Source: an optimization exercise on an open RTL-to-GDS flow (aim: small area). Production flows keep margins and buffers that such runs may drop.
In this exercise RTL edits were held to simulation tests only and were not proved equivalent to the original.
Power figures rest on the tool's default switching activity, not on a simulated workload. The flow treats the clock pin as an ideal source, which a real chip does not have.

==> flow/design.v <==
`default_nettype none
package rv32_pkg;
    localparam logic [6:0] OPC_OP     = 7'b0110011;
    localparam logic [6:0] OPC_OP_IMM = 7'b0010011;
    localparam logic [6:0] OPC_LUI    = 7'b0110111;
    localparam logic [6:0] OPC_AUIPC  = 7'b0010111;
    localparam logic [6:0] OPC_BRANCH = 7'b1100011;
    localparam logic [6:0] OPC_JAL    = 7'b1101111;
    localparam logic [6:0] OPC_JALR   = 7'b1100111;
endpackage
`default_nettype wire
`timescale 1ns/1ns
`default_nettype none
module rv32i_core #(
    parameter logic [31:0] RESET_PC = '0
) (
    input  logic             clk,
    input  logic             rst,
    output logic [31:0]      imem_addr,
    input  logic [31:0]      imem_data,
    output logic             wb_valid,
    output logic [4:0]       wb_rd,
    output logic [31:0]      wb_data
);
    localparam logic [2:0] S_FETCH = 3'd0;   
    localparam logic [2:0] S_LD2   = 3'd1;   
    localparam logic [2:0] S_K0    = 3'd2;   
    localparam logic [2:0] S_K1    = 3'd3;
    localparam logic [2:0] S_K2    = 3'd4;
    localparam logic [2:0] S_K3    = 3'd5;
    localparam logic [2:0] S_CLR   = 3'd7;   
    logic [4:0] p;
    logic [2:0] st;
    logic       clr;
    logic       last;      
    assign last = &p;
    assign clr  = st == S_CLR;
    logic [31:0] ins;
    logic [2:0]  f3;
    logic [4:0]  rd;
    logic        is_op, is_opimm, is_lui, is_auipc, is_br, is_jal, is_jalr;
    logic        is_alu, is_shift, is_slt, is_jump, writes, rdnz, uses2;
    assign ins      = imem_data;
    assign f3       = ins[14:12];
    assign rd       = ins[11:7];
    assign is_op    = ins[6:0] == rv32_pkg::OPC_OP;
    assign is_opimm = ins[6:0] == rv32_pkg::OPC_OP_IMM;
    assign is_lui   = ins[6:0] == rv32_pkg::OPC_LUI;
    assign is_auipc = ins[6:0] == rv32_pkg::OPC_AUIPC;
    assign is_br    = ins[6:0] == rv32_pkg::OPC_BRANCH;
    assign is_jal   = ins[6:0] == rv32_pkg::OPC_JAL;
    assign is_jalr  = ins[6:0] == rv32_pkg::OPC_JALR;
    assign is_alu   = is_op || is_opimm;
    assign is_shift = is_alu && f3[1:0] == 2'b01;
    assign is_slt   = is_alu && f3[2:1] == 2'b01;
    assign is_jump  = is_jal || is_jalr;
    assign writes   = is_alu || is_lui || is_auipc || is_jump;
    assign rdnz     = rd != 5'd0;
    assign uses2    = is_op || is_br;
    logic f_ld2, f_exec, f_cmp, f_copy, f_shift, f_wb, f_npc;
    always_comb begin
        f_ld2   = 1'b0;
        f_exec  = 1'b0;
        f_cmp   = 1'b0;
        f_copy  = 1'b0;
        f_shift = 1'b0;
        f_wb    = 1'b0;
        f_npc   = 1'b0;
        if (!clr) begin
            f_ld2 = st == S_LD2;
            if (is_shift) begin
                f_copy  = st == S_K0;
                f_shift = st == S_K1;
                f_wb    = st == S_K2;
                f_npc   = st == S_K3;
            end else if (is_slt) begin
                f_cmp   = st == S_K0;
                f_exec  = st == S_K1;
                f_npc   = st == S_K2;
            end else if (is_br) begin
                f_cmp   = st == S_K0;
                f_npc   = st == S_K1;
            end else begin
                f_exec  = st == S_K0;
                f_npc   = st == S_K1;
            end
        end
    end
    always_ff @(posedge clk) begin
        if (rst) begin
            p   <= 5'd0;
            st  <= S_CLR;
        end else begin
            p <= p + 5'd1;
            if (last) begin
                if (clr || f_npc) st <= S_FETCH;
                else if (st == S_FETCH) st <= uses2 ? S_LD2 : S_K0;
                else st <= st + 3'd1;
            end
        end
    end
    logic [31:0] rbit;        
    logic        rd_we;       
    logic        rd_in;       
    logic [3:0]  wsel_hi;     
    logic [7:0]  wsel_lo;     
    assign rbit[0] = 1'b0;
    always_comb begin
        for (int i = 0; i < 4; i++) wsel_hi[i] = clr || (rd_we && rd[4:3] == i[1:0]);
        for (int i = 0; i < 8; i++) wsel_lo[i] = clr || rd[2:0] == i[2:0];
    end
    for (genvar r = 1; r < 32; r++) begin : g_reg
        logic [31:0] ring;
        always_ff @(posedge clk) begin
            ring <= {(wsel_hi[r / 8] && wsel_lo[r % 8]) ? (rd_in && !clr) : ring[0],
                     ring[31:1]};
        end
        assign rbit[r] = ring[0];
    end
    logic [4:0] sel;
    logic       ra;
    always_comb begin
        if (f_ld2) sel = ins[24:20];
        else if (f_wb || (f_npc && is_jalr && rdnz)) sel = rd;
        else sel = ins[19:15];
    end
    assign ra = rbit[sel];
    logic [13:2] pc;
    logic [31:0] pc_full;
    logic        pc_bit;
    logic        load;
    logic [31:0] bw;           
    logic        bw_in;
    logic [31:0] bw_next;
    assign pc_full   = {18'd0, pc, 2'b00};
    assign pc_bit    = pc_full[p];
    assign load      = (clr || f_npc) && last;
    assign bw_next   = {bw_in, bw[31:1]};
    assign imem_addr = pc_full;
    always_ff @(posedge clk) begin
        if (load) pc <= bw_next[13:2];
        bw <= bw_next;
    end
    logic fmt_i, fmt_u, fmt_b, fmt_j;
    logic imm;
    assign fmt_u = is_lui || is_auipc;
    assign fmt_b = is_br;
    assign fmt_j = is_jal;
    assign fmt_i = !(fmt_u || fmt_b || fmt_j);
    logic [3:0]  k_hi;
    logic        m_hi, m_mid, m_b;
    logic [1:0]  k_b;
    assign k_hi  = p[4] ? p[3:0] : {p[3] ^ p[2], !p[2], p[1:0]};
    assign m_hi  = ins[16 + k_hi];
    assign m_mid = p[2] ? ins[12 + p[1:0]] : ins[16 + p[1:0]];
    assign k_b   = p[1:0] - 2'd1;
    assign m_b   = ins[8 + k_b];
    always_comb begin
        if (p == 5'd0) begin
            imm = fmt_i && m_hi;
        end else if (p <= 5'd4) begin
            imm = fmt_b ? m_b : (!fmt_u && m_hi);
        end else if (p <= 5'd10) begin
            imm = !fmt_u && m_hi;
        end else if (p == 5'd11) begin
            imm = fmt_b ? ins[7] : fmt_j ? ins[20] : (fmt_i && ins[31]);
        end else if (p <= 5'd19) begin
            imm = (fmt_u || fmt_j) ? m_mid : ins[31];
        end else if (p <= 5'd30) begin
            imm = fmt_u ? m_hi : ins[31];
        end else begin
            imm = ins[31];
        end
    end
    logic take;
    logic use_pc, use_four, sub;
    logic a, b, bx, cin, sum, cout;
    logic carry;
    logic cond;                
    assign take = is_jump || (is_br && cond);
    assign use_pc   = f_npc ? !(take && is_jalr) : (is_auipc || is_jump);
    assign use_four = f_npc ? !take : is_jump;
    assign sub      = f_cmp || (f_exec && is_op && f3 == 3'b000 && ins[30])
                      || (f_copy && !f3[2]);
    assign a    = use_pc ? pc_bit : (ra && !f_copy);
    assign b    = use_four ? (p == 5'd2) : (uses2 && !f_npc) ? bw[0] : imm;
    assign bx   = b ^ sub;
    assign cin  = (p == 5'd0) ? sub : carry;
    assign sum  = a ^ bx ^ cin;
    assign cout = (a & bx) | (a & cin) | (bx & cin);
    logic lt_s, lt_u, eq, cond_d;
    assign lt_u = !cout;
    assign lt_s = (a ^ b) ? a : !cout;
    assign eq   = !(cond || (a ^ b));
    always_comb begin
        case (f3)
            3'b000:  cond_d = is_br && eq;
            3'b001:  cond_d = is_br && !eq;
            3'b010:  cond_d = !is_br && lt_s;
            3'b011:  cond_d = !is_br && lt_u;
            3'b100:  cond_d = lt_s;
            3'b101:  cond_d = !lt_s;
            3'b110:  cond_d = lt_u;
            default: cond_d = !lt_u;
        endcase
    end
    always_ff @(posedge clk) begin
        carry <= cout;
        if (f_cmp) cond <= last ? cond_d : ((p != 5'd0 && cond) || (a ^ b));
        else if (last && f_copy) cond <= ra;
    end
    logic [4:0] tap;
    logic       left, arith;
    logic       in_range;    
    logic       valid;
    logic       shres;
    assign left   = !f3[2];
    assign arith  = ins[30];
    assign in_range = p <= ~tap;
    assign valid  = left ? (!in_range || tap == 5'd0) : in_range;
    assign shres  = valid ? bw[tap] : (!left && arith && cond);
    always_ff @(posedge clk) begin
        if (f_copy && p < 5'd5) tap <= {sum, tap[4:1]};
    end
    logic res;
    always_comb begin
        if (is_lui) begin
            res = b;
        end else if (is_slt) begin
            res = (p == 5'd0) && cond;
        end else if (is_alu) begin
            case (f3)
                3'b100:  res = a ^ b;
                3'b110:  res = a | b;
                3'b111:  res = a & b;
                default: res = sum;
            endcase
        end else begin
            res = sum;
        end
    end
    always_comb begin
        rd_we = 1'b0;
        rd_in = res;
        bw_in = res;
        if (clr) begin
            bw_in = 1'b0;
        end else if (f_ld2) begin
            bw_in = ra;
        end else if (f_exec) begin
            rd_we = writes;
            if (is_jalr) rd_in = ra;
        end else if (f_copy) begin
            bw_in = ra;
        end else if (f_shift) begin
            rd_we = 1'b1;
            rd_in = shres;
            bw_in = bw[0];
        end else if (f_wb) begin
            bw_in = ra;
        end else if (f_npc) begin
            rd_we = is_jalr;
            rd_in = bw[0];
            bw_in = sum;
        end
    end
    assign wb_valid = f_npc && p == 5'd0 && writes && rdnz;
    assign wb_rd    = rd;
    assign wb_data  = bw;
endmodule
`default_nettype wire
export LEC_CHECK = 0
export ABC_AREA = 1
export CAP_MARGIN = 20
export CORE_MARGIN = 2
export CORE_UTILIZATION = 40
export SLEW_MARGIN = 20
create_clock -name core_clock -period 8.5 [get_ports {clk}]
standard.sh (not shown) runs the stock make flow with config.mk's settings and CLKGATE_MAP_FILE= SYNTH_SCRIPT=/design/flow/synth_recipe.tcl, a recipe that flattens the netlist after the stock synthesis.
==> flow/flow/run.sh <==
#!/bin/bash
# Standard layout with three changes:
#  - ABC maps for area only (map -a) instead of the buffering/sizing area script;
#    registers are mapped before ABC runs, so they are the standard synthesis's
#  - CTS builds large sink clusters of clkbuf_16 and adds no dummy loads
#  - ports are buffered with buf_1
set -euo pipefail
cp -r "$FLOW_HOME/scripts" ./myscripts
printf 'strash\ndch\nmap -a\nstrash\ndch\nmap -a\ntopo\n' > ./myscripts/abc_area.script
export CTS_ARGS="-sink_clustering_enable -repair_clock_nets -dont_use_dummy_load -sink_clustering_size 28 -sink_clustering_max_diameter 100 -buf_list {sky130_fd_sc_hd__clkbuf_16}"
export BUFFER_PORTS_ARGS="-buffer_cell sky130_fd_sc_hd__buf_1"
bash standard.sh finish SCRIPTS_DIR="$PWD/myscripts" > standard.log 2>&1
==> next run, changes <==
CORE_UTILIZATION = 65   (was 40)
PLACE_DENSITY = 0.75   (was default)
Outcome: The new run went through all stages and came out clean. Global-route usage rose by 11 points. Die area fell by well over a third. Design area fell slightly. Cell count fell by roughly a tenth. Combinational power stays flat. Total power rose slightly.
==> next run, changes <==
--- a/flow/flow/run.sh
+++ b/flow/flow/run.sh
@@ -10 +10 @@
-export CTS_ARGS="-sink_clustering_enable -repair_clock_nets -dont_use_dummy_load -sink_clustering_size 28 -sink_clustering_max_diameter 100 -buf_list {sky130_fd_sc_hd__clkbuf_16}"
+export CTS_ARGS="-sink_clustering_enable -repair_clock_nets -dont_use_dummy_load -sink_clustering_size 34 -sink_clustering_max_diameter 120 -buf_list {sky130_fd_sc_hd__clkbuf_16}"
Setup slack degrades by 65 ps. Final cell count came out lower by 0.36%. Global-route usage goes down by 0.59 points. Sequential share of layout area increases by 0.56 points. Routed wire length shrinks by 2.7%. Worst hold slack is better by 32 ps. Via count came out lower by 0.49%.

[separate check: timing with driven ports]
How much do the figures lean on ideal ports? The routed layouts below were timed once more, with nothing changed but the port constraints.
Step 1, drivers: a clkbuf_16 drives clk and a buf_2 each remaining input, both assumed.
Step 2, shift: input delay + t, output delay - t, t = (earliest + latest rising clock arrival at the registers) / 2. This alone moves slack from input paths to output paths.
a / b / c = ideal ports / drivers / drivers and shift; a / b = the first two.
| run | t (ns) | setup slack, ns | worst data-port slew with drivers (ns) |
|---|---|---|---|
| the first run | 0.612 | 0.825 / 0.832 / 0.220 | 0.07 |
| the second run | 0.630 | 1.115 / 1.146 / 0.516 | 0.08 |
| the third run | 0.622 | 1.050 / 1.082 / 0.460 | 0.09 |
After both steps setup and hold are still met in every run listed. The setup slack of the first run, which loses most, moves by +0.007 ns with the drivers and by -0.605 ns with both steps.
